Context: an optimization exercise on an open-source flow, tuned for small area, a short achievable clock period and few clock cycles per item. The choices shown serve that exercise and are no tape-out recipe. In this exercise RTL edits were held to simulation tests only and were not proved equivalent to the original. Power and IR drop assume default switching activity.

[flow/constraint.sdc]
create_clock -name core_clock -period 15.0 [get_ports {clk}]
set_input_delay 3.0000 -clock core_clock [delete_from_list [all_inputs] [get_ports {clk}]]
set_output_delay 3.0000 -clock core_clock [all_outputs]
set_load 0.01 [all_outputs]
[flow/flow/run.sh]
#!/bin/bash
# Standard layout (the standard.sh: standard synthesis, floorplan, place,
# CTS, route, finish), with timing repair asked to leave setup margin so the
# layout reaches a shorter period than the clock constraint requires.  The
# SDC (clock period, I/O delays, loads) is the standard flow's, unchanged.
export SETUP_SLACK_MARGIN=11
bash standard.sh > standard.log 2>&1
[flow/config.mk]
export PLATFORM = sky130hd
export DESIGN_NAME = chacha_stream
export DESIGN_NICKNAME = chacha_stream
export VERILOG_FILES = /design/flow/design.v
export SDC_FILE = /design/flow/constraint.sdc
export NUM_CORES = 4
export LEC_CHECK = 0
export CAP_MARGIN = 20
export CORE_MARGIN = 2
export CORE_UTILIZATION = 50
export CTS_CLUSTER_DIAMETER = 80
export CTS_CLUSTER_SIZE = 16
export SLEW_MARGIN = 20
[flow/standard.sh]
#!/bin/bash
# synth_recipe.tcl (not shown) runs the flow's synth.tcl, then flattens the netlist and writes it again
# the make line also repeats each setting of config.mk as NAME=value (left out here)
make -C /OpenROAD-flow-scripts/flow DESIGN_CONFIG=/design/flow/config.mk WORK_HOME=/design/flow/orfs CLKGATE_MAP_FILE= SYNTH_SCRIPT=/design/flow/synth_recipe.tcl "${@:-finish}"
[flow/design.v]
module chacha_stream (
   input  logic       clk,
   input  logic       rst_n,
   input  logic       in_valid,
   input  logic       in_first,
   input  logic [1:0] in_sel,
   input  logic [7:0] in_data,
   output logic       in_ready,
   input  logic       start,
   input  logic       hold,
   output logic       busy,
   output logic       out_valid,
   input  logic       out_ready,
   output logic [7:0] out_data,
   output logic       out_last,
   output logic       ctr_wrap,
   output logic [1:0] dbg_state
);
   logic       s_idle;          
   logic       ov_q;            
   logic       bz_q;            
   logic       run_q;           
   logic       done_q;          
   logic [6:0] cnt;             
   logic [5:0] k;               
   logic       last_q;          
   logic       transfer;        
   logic       out_hs, last_hs;
   assign in_ready  = s_idle;
   assign busy      = bz_q;
   assign out_valid = ov_q;
   assign out_last  = last_q;
   assign dbg_state = {ov_q, bz_q};
   assign transfer = done_q && !ov_q;
   assign out_hs   = ov_q && out_ready;
   assign last_hs  = out_hs && last_q;
   logic [7:0] key_b   [32];
   logic [7:0] nonce_b [12];
   logic [7:0] ctr_b   [4];
   logic [5:0] kptr;            
   logic [3:0] nptr;            
   logic [2:0] cptr;            
   logic       wrap_q;
   logic [31:0] ctr_w, ctr_inc;
   assign ctr_w   = {ctr_b[3], ctr_b[2], ctr_b[1], ctr_b[0]};
   assign ctr_inc = ctr_w + 32'd1;
   logic       wr_beat;
   logic [5:0] kpos;
   logic [3:0] npos;
   logic [2:0] cpos;
   always_comb begin
      wr_beat = in_valid && s_idle;
      kpos    = in_first ? 6'd0 : kptr;
      npos    = in_first ? 4'd0 : nptr;
      cpos    = in_first ? 3'd0 : cptr;
   end
   always_ff @(posedge clk) begin
      if (!rst_n) begin
         for (int i = 0; i < 32; i++) key_b[i] <= '0;
         for (int i = 0; i < 12; i++) nonce_b[i] <= '0;
         for (int i = 0; i < 4; i++) ctr_b[i] <= '0;
         kptr   <= '0;
         nptr   <= '0;
         cptr   <= '0;
         wrap_q <= 1'b0;
      end else begin
         if (wr_beat && in_sel == 2'd0) begin
            kptr <= (kpos < 6'd32) ? kpos + 6'd1 : kpos;
            for (int i = 0; i < 32; i++) if (kpos == 6'(i)) key_b[i] <= in_data;
         end
         if (wr_beat && in_sel == 2'd1) begin
            nptr <= (npos < 4'd12) ? npos + 4'd1 : npos;
            for (int i = 0; i < 12; i++) if (npos == 4'(i)) nonce_b[i] <= in_data;
         end
         if (wr_beat && in_sel == 2'd2) begin
            cptr <= (cpos < 3'd4) ? cpos + 3'd1 : cpos;
            for (int i = 0; i < 4; i++) if (cpos == 3'(i)) ctr_b[i] <= in_data;
         end
         if (last_hs) begin
            ctr_b[0] <= ctr_inc[7:0];
            ctr_b[1] <= ctr_inc[15:8];
            ctr_b[2] <= ctr_inc[23:16];
            ctr_b[3] <= ctr_inc[31:24];
            if (&ctr_w) wrap_q <= 1'b1;
         end
      end
   end
   assign ctr_wrap = wrap_q;
   logic [7:0] in_byte [64];
   localparam logic [127:0] SIGMA = {32'h6b206574, 32'h79622d32, 32'h3320646e, 32'h61707865};
   always_comb begin
      for (int i = 0; i < 16; i++) in_byte[i] = SIGMA[8*i +: 8];
      for (int i = 0; i < 32; i++) in_byte[16 + i] = key_b[i];
      for (int i = 0; i < 4; i++) in_byte[48 + i] = ctr_b[i];
      for (int i = 0; i < 12; i++) in_byte[52 + i] = nonce_b[i];
   end
   logic [31:0] w [16];
   logic [31:0] ld [16];         
   always_comb begin
      for (int i = 0; i < 16; i++)
         ld[i] = {in_byte[4*i+3], in_byte[4*i+2], in_byte[4*i+1], in_byte[4*i]};
      if (!s_idle) ld[12] = ctr_inc;
   end
   logic        load_work;
   logic [1:0]  stp;
   logic        diag;
   assign load_work = s_idle || done_q;
   assign stp  = cnt[1:0];
   assign diag = cnt[2];
   function automatic logic [31:0] rotl(input logic [31:0] x, input int n);
      rotl = (x << n) | (x >> (32 - n));
   endfunction
   function automatic logic [31:0] add32(input logic [31:0] a, input logic [31:0] b);
      logic [31:0] p0, g, p, gn, pn;
      p0 = a ^ b;
      g  = a & b;
      p  = p0;
      for (int d = 1; d < 32; d = d * 2) begin
         gn = g;
         pn = p;
         for (int i = 0; i < 32; i++) begin
            if ((i / d) % 2 == 1) begin
               gn[i] = g[i] | (p[i] & g[(i / d) * d - 1]);
               pn[i] = p[i] & p[(i / d) * d - 1];
            end
         end
         g = gn;
         p = pn;
      end
      add32 = p0 ^ {g[30:0], 1'b0};
   endfunction
   logic [31:0] r0 [4], r1 [4], r2 [4], r3 [4];
   logic [31:0] xs [4], ys [4];
   always_comb begin
      for (int j = 0; j < 4; j++) begin
         xs[j] = add32(r0[j], r1[j]);
         ys[j] = r3[j] ^ xs[j];
      end
   end
   always_ff @(posedge clk) begin
      if (load_work) begin
         for (int j = 0; j < 4; j++) begin
            r0[j] <= ld[j];
            r1[j] <= ld[4 + j];
            r2[j] <= ld[8 + j];
            r3[j] <= ld[12 + j];
         end
      end else begin
         for (int j = 0; j < 4; j++) begin
            r3[j] <= r1[j];
            case (stp)
               2'd0: begin
                  r0[j] <= r2[j];
                  r1[j] <= rotl(ys[j], 16);
                  r2[j] <= xs[j];
               end
               2'd1: begin
                  r0[j] <= r2[j];
                  r1[j] <= rotl(ys[j], 12);
                  r2[j] <= xs[j];
               end
               2'd2: begin
                  r0[j] <= r2[j];
                  r1[j] <= rotl(ys[j], 8);
                  r2[j] <= diag ? xs[(j + 3) % 4] : xs[(j + 1) % 4];
               end
               default: begin
                  r0[j] <= r2[j];
                  r1[j] <= rotl(ys[(j + 2) % 4], 7);
                  r2[j] <= diag ? xs[(j + 1) % 4] : xs[(j + 3) % 4];
               end
            endcase
         end
      end
   end
   always_comb begin
      for (int j = 0; j < 4; j++) begin
         w[j]      = r0[j];
         w[4 + j]  = r1[j];
         w[8 + j]  = r2[j];
         w[12 + j] = r3[j];
      end
   end
   always_ff @(posedge clk) begin
      if (!rst_n) begin
         s_idle <= 1'b1;
         run_q  <= 1'b0;
         done_q <= 1'b0;
         ov_q   <= 1'b0;
         bz_q   <= 1'b0;
      end else begin
         if (s_idle && start) begin
            s_idle <= 1'b0;
            run_q  <= 1'b1;
            bz_q   <= 1'b1;
         end
         if (run_q && cnt == 7'd79) begin
            run_q  <= 1'b0;
            done_q <= 1'b1;
         end
         if (done_q) begin
            run_q  <= 1'b1;
            done_q <= 1'b0;
         end
         if (transfer) begin
            ov_q   <= 1'b1;
            bz_q   <= 1'b0;
         end
         if (last_hs) begin
            ov_q   <= 1'b0;
            bz_q   <= 1'b1;
         end
      end
   end
   always_ff @(posedge clk) begin
      if (load_work)  cnt <= '0;
      else if (run_q) cnt <= cnt + 7'd1;
   end
   logic [31:0] ob [16];
   always_ff @(posedge clk) begin
      if (transfer) for (int i = 0; i < 16; i++) ob[i] <= w[i];
   end
   logic [7:0] od_q, nx_q, ns_q;
   logic       cy_q;
   logic [5:0] fidx;            
   logic [7:0] fx;
   logic [31:0] fw;
   logic [8:0] bsum;
   always_comb begin
      fidx = transfer ? 6'd1 : k + 6'd2;
      fw   = ob[fidx[5:2]];
      fx   = fw[8*fidx[1:0] +: 8];
      bsum = {1'b0, nx_q} + {1'b0, ns_q} + {8'd0, cy_q && (k[1:0] != 2'd3)};
   end
   always_ff @(posedge clk) begin
      if (transfer) begin
         {cy_q, od_q} <= {1'b0, w[0][7:0]} + {1'b0, in_byte[0]};
         nx_q   <= w[0][15:8];
         ns_q   <= in_byte[fidx];
         k      <= 6'd0;
         last_q <= 1'b0;
      end else if (out_hs) begin
         {cy_q, od_q} <= bsum;
         nx_q   <= fx;
         ns_q   <= in_byte[fidx];
         k      <= k + 6'd1;
         last_q <= (k == 6'd62);
      end
   end
   assign out_data = od_q;
endmodule
==> results.yml, run 1 <==
logic_synthesis:
  ys_ff_latch: 1466
  synth_edf_count: 537
  synth_compound_area_share_pct: 19.7
  synth_warnings: 14
  synth_common_cells: "dfxtp_1, nand2_1, a21oi_1, edfxtp_1, nor2_1"
  synth_top_family_by_area: "compound AO/OA/AOI/OAI gates"
  synthMuxAreaShare_pct: 4.43
  synth_area_leaders: "dfxtp_1, edfxtp_1, nand2_1"
  synth_top_area_share_pct: 27.9
  synthArstFlopShare_pct: 0
  syn_area_per_cell_um2: 9.77
  synth_ff_type: "dfxtp_1"
  ys_seq_area_share_pct: 52.0
  netlist_area_mm2: 0.0668
  ys_types: 86
  yosysMostFrequentCell: "dfxtp_1"
  synthAdderAreaFrac_pct: 3.43
  postSynthCellCount: 6833
  synth_fp_nets: 7020
  synth-xor-area-share_pct: 3.46
  synthSimpleGateAreaFrac_pct: 13.5
  synth_top_area_cell: "dfxtp_1"
power:
  power.switching_mw: 3.59
  seq_power_share_pct: 44.3
  pwr-share-comb_pct: 26.7
  peakVddDrop_v: 0.000134
  clockPowerShare_pct: 29.0
  leakage_nw: 30.2
  swShare_pct: 35.6
  power_density_mw_per_mm2: 126
  p_int_mw: 6.49
worst_setup_path:
  critPathKind: "flop to flop"
  cp_slowest_stage_delay_ns: 0.88
  slowest_stage: "nor4_4"
  worst-endpoint-required_ns: 15.47
  critical_path_buf_inv_count: 3
  worstPathCellList: "ha_4 > xnor2_1 > buf_4 > nor2_1 > nand2_4 > buf_4 > nor3_4 > buf_12 > a22o_1 > a222oi_1 > o22ai_1 > nor4_4 > nand3_2"
  crit_top_cell: "buf_4"
  crit_family: "simple AND/OR/NAND/NOR gates"
  cp-start-kind: "flop"
  path_max_fanout: 16
  cp.arrival_ns: 4.97
  endpoint_kind: "flop"
layout:
  multiInputGateArea_mm2: 0.0339
  drive_above_1_share_pct: 17.0
  synthToLayoutAreaGrowth_pct: 19.9
  fin_cells: 8859
  fillers: 11210
  fin_area_mm2: 0.0801
  nNetsFinal: 7116
  seq_area_mm2: 0.0348
routing:
  drt_iter0_drc: 13178
  routedWlPerCell_um: 43.1
  drc: 0
  drt-vias-per-instance: 7.44
  wirelength_mm: 382
  num_vias: 65902
  postRouteAntennaNets: 0
  drt-pass1-iter-count: 9
sta:
  fmax_mhz: 222
  worst_pin_slew_ns: 1.40
  rsz0062_at_grt: "true"
  final-setup-viol-count: 0
  finalHoldViolations: 0
  fin_skew_ns: 0.0440
  fin_crit_ns: 4.50
  hold_ws_ns: 0.417
  slew_viol_final: 0
  fin_tns_setup_ns: 0
  slew_headroom_pct: 6.73
  min_period_over_period_pct: 30.0
place:
  placed_cells_incl_taps: 8329
  dp_hpwl_mm: 253
  placed_area_mm2: 0.0695
  place.port_buffers: 30
  place_congestion: 1.11
clocking:
  clockBufferDepth: 3
  cts_sinks: 1466
  insertion_delay_ns: 0.78
  clockRootBuffer: "clkbuf_16"
  cts_buffers: 106
  cts_tree: "yes"
  clkTransAtPathRegs_ns: 0.09
  htreeDepth: 3
floorplanning:
  core_mm2: 0.133
  die_w_um: 369
  row_count: 134
  die_h_um: 369
  die_area_mm2: 0.136
  io_pins: 32
  initial_core_util_pct: 50.2
global_route:
  grt_max_degree: 129
  overflow: 0
  grt_usage_pct: 53.1
  grt_antenna_before_repair: 65
  grt_pass1_wl_mm: 492
  grt_pass1_vias: 56864
run_status:
  status: "finished clean"
min_path:
  hp-class: "flop to flop"
run:
  drv_cap: 0
worst register-to-register path: stages (launching register included):
cell and delay [ns]:
dfxtp_4 0.41, ha_4 0.19, xnor2_1 0.12, buf_4 0.26, nor2_1 0.12, nand2_4 0.26, buf_4 0.28, nor3_4 0.08
buf_12 0.20, a22o_1 0.35, a222oi_1 0.57, o22ai_1 0.26, nor4_4 0.88, nand3_2 0.24
cell families (layout without fill, tap and decap cells):
logic type | Yosys count | count (layout)
flops | 1466 | 1466
simple gates | 2061 | 2067
buf+inv | 606 | 783
other cells | 0 | 74
fa+ha+maj | 170 | 170
compound gates | 1977 | 1978
xor+xnor | 260 | 260
mux | 293 | 293
registers in the layout (all words and copies together) (netlist names):
register / cells
kptr: 6
cptr: 3
ns_q: 8
cy_q: 1
r0: 128
r2: 128
ctr_b: 32
last_q: 1
od_q: 8
run_q: 1
bz_q: 1
r3: 128
s_idle: 1
cnt: 7
key_b: 256
wrap_q: 1
done_q: 1
r1: 128
ov_q: 1
k: 6
nx_q: 8
nonce_b: 96
nptr: 4
ob: 512
cell type report:
cell class	count	share of cell area [%]
sequential	1466	43.4
multi-input combinational	4768	42.4
timing repair buffer	495	6.66
clock buffer	179	3.75
tap	1768	2.76
inverter	89	0.484
clock inverter	17	0.277
antenna	74	0.231
timing repair inverter	3	0.0328
path summary, 6_finish.rpt:
kind / start / end / slack (ns) / cells after the start
setup reg to reg: k[1] / ns_q[6] / 10.50 / 13
setup / recovery: k[1] / ns_q[6] / 10.50 / 13
hold reg to reg: r2[0][8] / ob[8][8] / 0.42 / 0
hold / removal: r2[0][8] / ob[8][8] / 0.42 / 0
power by group through the flow:
stage | clock, mW | sequential, mW | combinational (mW)
after floorplan | 0 | 4.43 | 0.980
after global placement | 0 | 4.53 | 2.01
after detailed placement | 0 | 4.53 | 2.02
after CTS | 2.90 | 4.44 | 2.34
after global routing | 3.04 | 4.46 | 2.61
final | 2.93 | 4.46 | 2.69
layer usage:
metal  routed length [um]  share of wire [%]  global-route usage [%]  vias up
met2               145000                 38                    70.0     6560
met4                37800                9.9                    40.6       38
met1               132000                 35                    65.7    32037
met3                66400                 17                    25.9     1822
li1                     -                  -                       -    25445
met5                  410               0.11                       0        -
stage by stage:
step | setup WS, ns | utilization, % | total power [mW]
after floorplan | 10.53 | - | 5.41
after global placement | 8.39 | 52.3 | 6.54
after detailed placement | 8.35 | 52.3 | 6.55
after CTS | 10.69 | 58.5 | 9.69
after global routing | 10.68 | 60.1 | 10.1
final | 10.50 | 60.2 | 10.1
layout by cell type, fill, tap and decap left out, drive strengths merged, types with 141 or more instances in the layout:
master,n
a21oi,608
a221oi,191
a22oi,248
buf,474
clkbuf,190
dfxtp,929
edfxtp,537
ha,148
mux2i,275
nand2,888
nand3,279
nor2,531
o21ai,291
xor2,141
timing repair:
item,CTS,global route
setup buffers,145,84
hold endpoints to repair,0,0
resized for setup,684,232
hold buffers,0,0
pin swaps,103,111
cloned,16,14
endpoints found under the setup margin,844,507
Testbench counts, summed over its fixed seeds: cycles 44,006, items 29,056.
==> run 2: changes to the inputs <==
--- a/flow/design.v
+++ b/flow/design.v
@@ -56,8 +56,6 @@
    end
    always_ff @(posedge clk) begin
       if (!rst_n) begin
-         for (int i = 0; i < 32; i++) key_b[i] <= '0;
-         for (int i = 0; i < 12; i++) nonce_b[i] <= '0;
          for (int i = 0; i < 4; i++) ctr_b[i] <= '0;
          kptr   <= '0;
          nptr   <= '0;
@@ -66,11 +64,9 @@
       end else begin
          if (wr_beat && in_sel == 2'd0) begin
             kptr <= (kpos < 6'd32) ? kpos + 6'd1 : kpos;
-            for (int i = 0; i < 32; i++) if (kpos == 6'(i)) key_b[i] <= in_data;
          end
          if (wr_beat && in_sel == 2'd1) begin
             nptr <= (npos < 4'd12) ? npos + 4'd1 : npos;
-            for (int i = 0; i < 12; i++) if (npos == 4'(i)) nonce_b[i] <= in_data;
          end
          if (wr_beat && in_sel == 2'd2) begin
             cptr <= (cpos < 3'd4) ? cpos + 3'd1 : cpos;
@@ -86,6 +82,17 @@
       end
    end
    assign ctr_wrap = wrap_q;
+   logic [7:0] wdata;
+   logic       ksel, nsel;
+   assign wdata = in_data & {8{rst_n}};
+   assign ksel  = wr_beat && in_sel == 2'd0;
+   assign nsel  = wr_beat && in_sel == 2'd1;
+   always_ff @(posedge clk) begin
+      for (int i = 0; i < 32; i++)
+         if (!rst_n || (ksel && kpos == 6'(i))) key_b[i] <= wdata;
+      for (int i = 0; i < 12; i++)
+         if (!rst_n || (nsel && npos == 4'(i))) nonce_b[i] <= wdata;
+   end
    logic [7:0] in_byte [64];
    localparam logic [127:0] SIGMA = {32'h6b206574, 32'h79622d32, 32'h3320646e, 32'h61707865};
    always_comb begin
--- a/flow/config.mk
+++ b/flow/config.mk
@@ -7,7 +7,7 @@
 export LEC_CHECK = 0
 export CAP_MARGIN = 20
 export CORE_MARGIN = 2
-export CORE_UTILIZATION = 50
-export CTS_CLUSTER_DIAMETER = 80
-export CTS_CLUSTER_SIZE = 16
+export CORE_UTILIZATION = 40
+export CTS_CLUSTER_DIAMETER = 90
+export CTS_CLUSTER_SIZE = 18
 export SLEW_MARGIN = 20
==> run 2 against run 1 <==
Critical path depth fell by 11. Combinational power rose by 150%. Total power rose by 45%. Die area rose by 22%. Synthesized cell count fell by 14%. Clock-buffer cell count fell by 23.
==> results.yml, run 2 <==
worst_setup_path:
  critical_path_buf_inv_count: 2
  crit_top_cell: "buf_6"
  crit_family: "flip-flops"
  worstPathCellList: "buf_6 > buf_6"
  endpoint_kind: "primary output"
  cp_slowest_stage_delay_ns: 0.36
  slowest_stage: "dfxtp_4"
  critPathKind: "flop to primary output"
  worst-endpoint-required_ns: 12.00
  path_max_fanout: 3
  cp-start-kind: "flop"
  cp.arrival_ns: 1.37
logic_synthesis:
  ys_seq_area_share_pct: 58.5
  yosysMostFrequentCell: "edfxtp_1"
  synth_fp_nets: 6088
  netlist_area_mm2: 0.0654
  synth_area_leaders: "edfxtp_1, dfxtp_1, nand2_1"
  synth_warnings: 14
  synthMuxAreaShare_pct: 1.32
  synth_edf_count: 889
  ys_ff_latch: 1466
  synthSimpleGateAreaFrac_pct: 10.8
  synth_ff_type: "edfxtp_1"
  synth_common_cells: "edfxtp_1, nand2_1, dfxtp_1, a21oi_1, clkbuf_1"
  synth_top_family_by_area: "compound AO/OA/AOI/OAI gates"
  postSynthCellCount: 5901
  synthArstFlopShare_pct: 0
  synth_top_area_cell: "edfxtp_1"
  synth-xor-area-share_pct: 3.65
  ys_types: 98
  synthAdderAreaFrac_pct: 3.51
  synth_compound_area_share_pct: 19.2
  synth_top_area_share_pct: 40.8
  syn_area_per_cell_um2: 11.1
floorplanning:
  die_area_mm2: 0.167
  io_pins: 32
  core_mm2: 0.163
  die_w_um: 408
  die_h_um: 408
  initial_core_util_pct: 40.2
  row_count: 148
sta:
  finalHoldViolations: 0
  min_period_over_period_pct: 29.1
  fin_crit_ns: 4.37
  slew_viol_final: 0
  worst_pin_slew_ns: 1.21
  fmax_mhz: 229
  slew_headroom_pct: 19.2
  fin_tns_setup_ns: 0
  rsz0062_at_grt: "true"
  fin_skew_ns: 0.0444
  final-setup-viol-count: 0
layout:
  mostFrequentLayoutCells: "edfxtp_1, nand2_1, dfxtp_1, a21oi_1, buf_4"
  seq_area_mm2: 0.0383
  multiInputGateArea_mm2: 0.0292
  drive_above_1_share_pct: 18.2
  synthToLayoutAreaGrowth_pct: 20.2
  top_register: "ob"
  largest_reg_flops: 512
  fillers: 14777
  reg_top3: "ob: 512 flops, key_b: 256 flops"
  final_common_cell: "edfxtp_1"
  nNetsFinal: 6241
clocking:
  cts_sinks: 1466
  htreeDepth: 3
  cts_hold_buffers: 0
  cts_tree: "yes"
  clockRootBuffer: "clkbuf_16"
  clkTransAtPathRegs_ns: 0.08
  clockBufferDepth: 3
  cts_buffers: 96
  insertion_delay_ns: 0.79
power:
  power_mw: 14.6
  leakage_nw: 27.6
  peakVddDrop_v: 0.000123
  power_density_mw_per_mm2: 186
place:
  dp_hpwl_mm: 266
  place_congestion: 1.10
  place.port_buffers: 30
routing:
  drt-pass1-iter-count: 9
  drt-vias-per-instance: 6.88
  drt_iter0_drc: 10887
  wirelength_mm: 378
  drc: 0
  postRouteAntennaNets: 0
  routedWlPerCell_um: 45.3
  num_vias: 57398
run:
  drv_cap: 0
global_route:
  grt_antenna_before_repair: 58
  grt_pass1_wl_mm: 487
  grt_max_degree: 159
  overflow: 0
  grt_usage_pct: 43.7
  grt_pass1_vias: 51654
run_status:
  status: "finished clean"
min_path:
  hp-class: "flop to flop"
-- run 2: metal layers --
metal / up-vias / global-route usage (%) / part of all wire [%]
li1: 22630 / - / -
met1: 28928 / 56.9 / 37
met5: - / 0 / 0.13
met3: 1088 / 15.9 / 14
met4: 30 / 27.5 / 7.9
met2: 4722 / 61.2 / 40
-- run 2: layout make-up --
cell class / instances / share of cell area [%]
flip-flops and latches: 1466 / 48.7
multi-input cells: 3925 / 37.2
repair buffers: 463 / 6.26
well taps: 2175 / 3.46
clock buffers: 156 / 3.41
inverters: 99 / 0.516
clock inverters: 19 / 0.320
diodes: 32 / 0.102
repair inverters: 3 / 0.0334
-- run 2: path summary, 6_finish.rpt --
kind | from | endpoint | slack [ns] | cells after the start
setup / recovery | ov_q | out_valid | 10.63 | 2
hold / removal | r2[0][1] | ob[8][1] | 0.42 | 0
setup reg to reg | k[1] | ns_q[2] | 10.84 | 12
hold reg to reg | r2[0][1] | ob[8][1] | 0.42 | 0
-- run 2: power by group --
group          switching, mW  internal (mW)  total (mW)
Sequential             0.472           4.74        5.21
Combinational           4.55           2.09        6.64
Clock                   1.50           1.28        2.78
Total                   6.52           8.11        14.6
-- run 2: stage by stage --
stage	hold slack (ns)	cell area, um2	std cells	utilization (%)	worst slack [ns]
4_1_cts	0.418	77300	8254	47.6	10.59
2_1_floorplan	0.400	65900	5901	-	10.62
3_5_place_dp	0.407	69400	7919	42.7	8.56
3_3_place_gp	0.402	69400	7918	42.7	8.57
6_report	0.420	78600	8338	48.4	10.63
5_1_grt	0.431	78600	8311	48.3	10.61
-- run 2: cell families (layout without fill, tap and decap cells) --
kind of cell | after synthesis | after routing
buffers and inverters | 512 | 740
and+or+nand+nor | 1570 | 1572
other | 0 | 32
adders and majority gates | 170 | 170
AOI/OAI and AO/OA | 1834 | 1834
DFF | 1466 | 1466
xor gates and xnor gates | 264 | 264
muxes | 85 | 85
-- run 2: repair_timing --
item / 4_1_cts / 5_1_grt
setup buffers: 152 / 47
pin swaps: 108 / 58
gates cloned: 8 / 5
gates resized for setup: 624 / 132
setup endpoints to repair: 1119 / 455
Testbench counts of run 2, summed over its fixed seeds: cycles 44,006, items 29,056.
==> run 3: changes to the inputs <==
--- a/flow/config.mk
+++ b/flow/config.mk
@@ -8,6 +8,6 @@
 export CAP_MARGIN = 20
 export CORE_MARGIN = 2
 export CORE_UTILIZATION = 40
-export CTS_CLUSTER_DIAMETER = 90
-export CTS_CLUSTER_SIZE = 18
+export CTS_CLUSTER_DIAMETER = 100
+export CTS_CLUSTER_SIZE = 20
 export SLEW_MARGIN = 20
==> run 3 against run 2 <==
Clock power decreased by 7.2%. Largest cell class unchanged. Combinational power hardly changed. First-iteration DRC count increased by 0.77%. Sequential power hardly changed. Critical path depth fell by 1. Critical endpoint is now out_data[4]. Highest routed layer unchanged.
==> results.yml, run 3 <==
run:
  drv_cap: 0
routing:
  drt_iter0_drc: 10971
  postRouteAntennaNets: 0
  drt-pass1-iter-count: 6
  drt-vias-per-instance: 6.94
  wirelength_mm: 382
  routedWlPerCell_um: 45.7
  drc: 0
  num_vias: 58024
layout:
  fin_cells: 8360
  final_common_cell: "edfxtp_1"
  reg_top3: "ob: 512 flops, key_b: 256 flops"
  largest_reg_flops: 512
  mostFrequentLayoutCells: "edfxtp_1, nand2_1, dfxtp_1, a21oi_1, buf_4"
  top_register: "ob"
  nNetsFinal: 6262
  drive_above_1_share_pct: 18.7
  synthToLayoutAreaGrowth_pct: 20.4
  fillers: 14820
power:
  power_density_mw_per_mm2: 183
  peakVddDrop_v: 0.000120
  leakage_nw: 27.7
logic_synthesis:
  ys_ff_latch: 1466
  ys_types: 98
  syn_area_per_cell_um2: 11.1
  synth_edf_count: 889
  synth_area_leaders: "edfxtp_1, dfxtp_1, nand2_1"
  synth_common_cells: "edfxtp_1, nand2_1, dfxtp_1, a21oi_1, clkbuf_1"
  synth_fp_nets: 6088
  synth_top_area_cell: "edfxtp_1"
  synthArstFlopShare_pct: 0
  synth_ff_type: "edfxtp_1"
  synth_warnings: 14
  netlist_area_mm2: 0.0654
  synth_top_area_share_pct: 40.8
  yosysMostFrequentCell: "edfxtp_1"
  ys_seq_area_share_pct: 58.5
  postSynthCellCount: 5901
floorplanning:
  die_area_mm2: 0.167
  initial_core_util_pct: 40.2
  row_count: 148
  io_pins: 32
  core_mm2: 0.163
  die_h_um: 408
  die_w_um: 408
sta:
  finalHoldViolations: 0
  fmax_mhz: 234
  fin_tns_setup_ns: 0
  rsz0062_at_grt: "true"
  min_period_over_period_pct: 28.5
  worst_pin_slew_ns: 1.41
  final-setup-viol-count: 0
  slew_headroom_pct: 6.26
  fin_crit_ns: 4.28
  slew_viol_final: 0
  fin_skew_ns: 0.0355
worst_setup_path:
  worst-endpoint-required_ns: 12.00
  critical_path_buf_inv_count: 1
  endpoint_kind: "primary output"
  path_max_fanout: 1
  worstPathCellList: "buf_2"
  critPathKind: "flop to primary output"
  crit_family: "flip-flops"
  cp_slowest_stage_delay_ns: 0.37
  cp-start-kind: "flop"
  slowest_stage: "edfxtp_1"
  cp.arrival_ns: 1.28
clocking:
  cts_buffers: 85
  htreeDepth: 3
  cts_sinks: 1466
  clockRootBuffer: "clkbuf_16"
  cts_hold_buffers: 0
  insertion_delay_ns: 0.77
  clkTransAtPathRegs_ns: 0.09
  clockBufferDepth: 3
  cts_tree: "yes"
global_route:
  grt_pass1_vias: 51653
  grt_pass1_wl_mm: 491
  grt_max_degree: 159
  grt_antenna_before_repair: 55
  overflow: 0
  grt_usage_pct: 44.2
place:
  place.port_buffers: 30
  place_congestion: 1.10
  placed_cells_incl_taps: 7919
  dp_hpwl_mm: 266
min_path:
  hp-class: "flop to flop"
run_status:
  status: "finished clean"
run 3: cell counts after synthesis:
No cell type changed its count.
run 3: worst paths after layout:
kind                  from           to  slack, ns  cells past startpoint
hold reg to reg   r2[3][7]    ob[11][7]       0.42                      0
setup / recovery   od_q[4]  out_data[4]      10.72                      1
setup reg to reg  r1[0][9]    r1[0][12]      10.79                     12
hold / removal    r2[3][7]    ob[11][7]       0.42                      0
run 3: metal layers:
metal  routed length [um]  GRT usage [%]
met5                  299              0
met3                55300           16.2
met2               155000           62.0
met4                29500           27.4
met1               142000           57.5
run 3: report_power, final:
| group | internal, mW | switching (mW) | total [mW] |
|---|---|---|---|
| clock | 1.13 | 1.45 | 2.58 |
| combinational | 2.08 | 4.56 | 6.64 |
| sequential | 4.74 | 0.471 | 5.21 |
| total | 7.94 | 6.49 | 14.4 |
run 3: per-stage QoR:
step | hold slack [ns] | util [%] | total power, mW | setup WS (ns) | cell area, um2
6_report | 0.418 | 48.4 | 14.4 | 10.72 | 78700
5_1_grt | 0.432 | 48.4 | 14.4 | 10.69 | 78600
4_1_cts | 0.409 | 47.5 | 13.8 | 10.67 | 77200
3_5_place_dp | 0.407 | 42.7 | 10.4 | 8.56 | 69400
3_3_place_gp | 0.402 | 42.7 | 10.4 | 8.57 | 69400
2_1_floorplan | 0.400 | - | 7.31 | 10.62 | 65900
run 3: area by class of cell:
| type | count | area (um2) | share of cell area [%] |
|---|---|---|---|
| inverter | 99 | 405 | 0.515 |
| timing repair buffer | 495 | 5300 | 6.72 |
| multi-input combinational | 3925 | 29300 | 37.3 |
| timing repair inverter | 3 | 26.3 | 0.0334 |
| tap | 2175 | 2720 | 3.46 |
| clock buffer | 145 | 2440 | 3.10 |
| clock inverter | 10 | 110 | 0.140 |
| antenna | 42 | 105 | 0.133 |
| sequential | 1466 | 38300 | 48.7 |
run 3: logic make-up after synthesis:
family	after synthesis	share of synthesized area, %
fa+ha+maj	170	3.51
simple gates	1570	10.8
flops	1466	58.5
xor+xnor	264	3.65
mux	85	1.32
compound gates	1834	19.2
buf+inv	512	3.05
run 3: repair_timing:
action,CTS,global route
endpoints found under the setup margin,1121,306
cloned,14,4
hold endpoints to repair,0,0
pin swaps,112,68
resized for setup,642,146
setup buffers,155,71
==> run 4: changes to the inputs <==
--- a/flow/config.mk
+++ b/flow/config.mk
@@ -7,7 +7,7 @@
 export LEC_CHECK = 0
 export CAP_MARGIN = 20
 export CORE_MARGIN = 2
-export CORE_UTILIZATION = 40
+export CORE_UTILIZATION = 35
 export CTS_CLUSTER_DIAMETER = 100
 export CTS_CLUSTER_SIZE = 20
 export SLEW_MARGIN = 20
==> run 4 against run 3 <==
Still clean on timing, DRC and antenna. Final cell count increased by 3.4%. Non-clock buffer count fell by 21. Clock-buffer cell count decreased by 3. Critical path depth grew 14. Synthesized area is the same. Sequential share of layout area hardly changed. Setup slack got worse by 0.039 ns. Critical endpoint is now r1[3][3]. Largest power group unchanged.
==> results.yml, run 4 <==
logic_synthesis:
  synth_compound_area_share_pct: 19.2
  syn_area_per_cell_um2: 11.1
  synth-xor-area-share_pct: 3.65
  synth_ff_type: "edfxtp_1"
  synth_area_leaders: "edfxtp_1, dfxtp_1, nand2_1"
  netlist_area_mm2: 0.0654
  synth_fp_nets: 6088
  synthSimpleGateAreaFrac_pct: 10.8
  yosysMostFrequentCell: "edfxtp_1"
  ys_ff_latch: 1466
  synthAdderAreaFrac_pct: 3.51
  synth_top_family_by_area: "compound AO/OA/AOI/OAI gates"
  synthArstFlopShare_pct: 0
  synth_edf_count: 889
  synth_warnings: 14
  synthMuxAreaShare_pct: 1.32
  postSynthCellCount: 5901
  ys_seq_area_share_pct: 58.5
  synth_top_area_share_pct: 40.8
  ys_types: 98
  synth_common_cells: "edfxtp_1, nand2_1, dfxtp_1, a21oi_1, clkbuf_1"
  synth_top_area_cell: "edfxtp_1"
floorplanning:
  die_area_mm2: 0.190
  initial_core_util_pct: 35.2
  io_pins: 32
  core_mm2: 0.186
  die_w_um: 436
  row_count: 158
  die_h_um: 436
layout:
  fin_area_mm2: 0.0788
  synthToLayoutAreaGrowth_pct: 20.5
  fin_cells: 8646
  nNetsFinal: 6241
  final_common_cell: "edfxtp_1"
  reg_top3: "ob: 512 flops, key_b: 256 flops"
  largest_reg_flops: 512
  top_register: "ob"
  mostFrequentLayoutCells: "edfxtp_1, nand2_1, dfxtp_1, a21oi_1, buf_4"
  final_util_pct: 42.5
  drive_above_1_share_pct: 18.3
clocking:
  clkTransAtPathRegs_ns: 0.08
  cts_sinks: 1466
  insertion_delay_ns: 0.83
  cts_tree: "yes"
  cts_buffers: 86
  clockBufferDepth: 3
  clockRootBuffer: "clkbuf_16"
  htreeDepth: 3
sta:
  fin_skew_ns: 0.0743
  rsz0062_at_grt: "true"
  final-setup-viol-count: 0
  slew_headroom_pct: 9.23
  fin_ws_ns: 10.68
  hold_ws_ns: 0.387
  slew_viol_final: 0
  min_period_over_period_pct: 28.8
  finalHoldViolations: 0
  worst_pin_slew_ns: 1.36
  fin_tns_setup_ns: 0
  fin_crit_ns: 4.32
  fmax_mhz: 232
routing:
  drc: 0
  drt-vias-per-instance: 6.70
  wirelength_mm: 390
  drt_iter0_drc: 11001
  postRouteAntennaNets: 0
  wl_met2_mm: 157
  drt-pass1-iter-count: 9
  routedWlPerCell_um: 45.1
  wirelength_met1_mm: 145
  num_vias: 57912
  routed.top_layer: "met5"
  route.met3.wl_mm: 54.3
worst_setup_path:
  critical_path_buf_inv_count: 4
  worstPathCellList: "ha_4 > inv_2 > fa_2 > nand2b_4 > a21oi_4 > o211a_4 > a211oi_4 > buf_12 > buf_12 > buf_12 > nor3_1 > o31ai_2 > xnor2_4 > o22ai_1 > a21oi_2"
  cp.arrival_ns: 4.92
  crit_family: "compound AO/OA/AOI/OAI gates"
  crit_top_cell: "buf_12"
  cp_slowest_stage_delay_ns: 0.59
  cp-start-kind: "flop"
  endpoint_kind: "flop"
  worst-endpoint-required_ns: 15.60
  path_max_fanout: 6
  critPathKind: "flop to flop"
  slowest_stage: "xnor2_4"
global_route:
  grt_antenna_before_repair: 50
  grt_usage_pct: 39.3
  grt_pass1_wl_mm: 498
  grt_pass1_vias: 52078
  overflow: 0
  grt_max_degree: 148
run_status:
  status: "finished clean"
run:
  drv_cap: 0
place:
  place_congestion: 1.06
  placed_cells_incl_taps: 8225
  dp_hpwl_mm: 268
  placed_area_mm2: 0.0700
  pre_cts_ws_ns: 8.72
  place.port_buffers: 30
min_path:
  hp-class: "flop to flop"
power:
  power_density_mw_per_mm2: 185
  power_mw: 14.6
  peakVddDrop_v: 0.000118
  leakage_nw: 27.5
-- run 4: cell counts after synthesis --
No cell type changed its count.
-- run 4: metal layers --
layer / GRT usage, % / up-vias
met5: 0 / -
met4: 26.2 / 36
met3: 13.8 / 1178
met2: 55.6 / 4987
met1: 50.5 / 29067
li1: - / 22644
-- run 4: kinds of logic after synthesis --
kind of cell               Yosys count
AOI/OAI and AO/OA                 1834
DFF                               1466
muxes                               85
buffers and inverters              512
and+or+nand+nor                   1570
xor gates and xnor gates           264
adders and majority gates          170
-- run 4: power breakdown --
part	switching, mW	total, mW	internal [mW]
logic	4.64	6.78	2.13
clock network	1.49	2.61	1.12
registers	0.468	5.21	4.74
-- run 4: final cells by class --
type | instances | area [um2]
diodes | 42 | 105
clock buffers | 142 | 2390
clock inverters | 16 | 181
fillers | 17438 | 107000
inverters | 99 | 412
multi-input cells | 3924 | 29100
flip-flops and latches | 1466 | 38300
well taps | 2480 | 3100
repair buffers | 474 | 5180
repair inverters | 3 | 26.3
-- run 4: timing repair --
item,4_1_cts,5_1_grt
setup buffers,144,57
resized for setup,593,150
pin swaps,124,85
endpoints found under the setup margin,1157,456
hold buffers,0,0
gates cloned,14,6
-- run 4: path summary, 6_finish.rpt --
check	from	endpoint	slack [ns]	cells past startpoint
max reg2reg	r1[1][0]	r1[3][3]	10.68	15
min	r2[1][20]	ob[9][20]	0.39	0
max	r1[1][0]	r1[3][3]	10.68	15
min reg2reg	r2[1][20]	ob[9][20]	0.39	0

## separate check: timing with driven ports
Ports are ideal in the flow. The routed layouts listed here were re-timed in OpenROAD. Step 1: set_driving_cell puts a clkbuf_16 on clk and a buf_2 on each other input, an assumption about the parent block. Step 2, shift: input delay + t, output delay - t, t = (earliest + latest rising clock arrival at the registers) / 2. This alone moves slack from input paths to output paths. Slacks: ideal ports / drivers / drivers and shift; pairs: ideal ports / drivers.
run | t, ns | slack for setup (ns) | clock arrival spread, ns
run 1 | 0.846 | 10.496 / 10.496 / 10.207 | 0.044 / 0.044
run 2 | 0.852 | 10.634 / 10.546 / 10.123 | 0.044 / 0.044
run 3 | 0.837 | 10.721 / 10.636 / 10.139 | 0.036 / 0.036
run 4 | 0.875 | 10.682 / 10.610 / 10.080 | 0.078 / 0.077
After both steps every run listed still meets setup and hold. For run 4, which loses most, drivers alone change the setup slack by -0.072 ns; drivers and shift together by -0.602 ns.
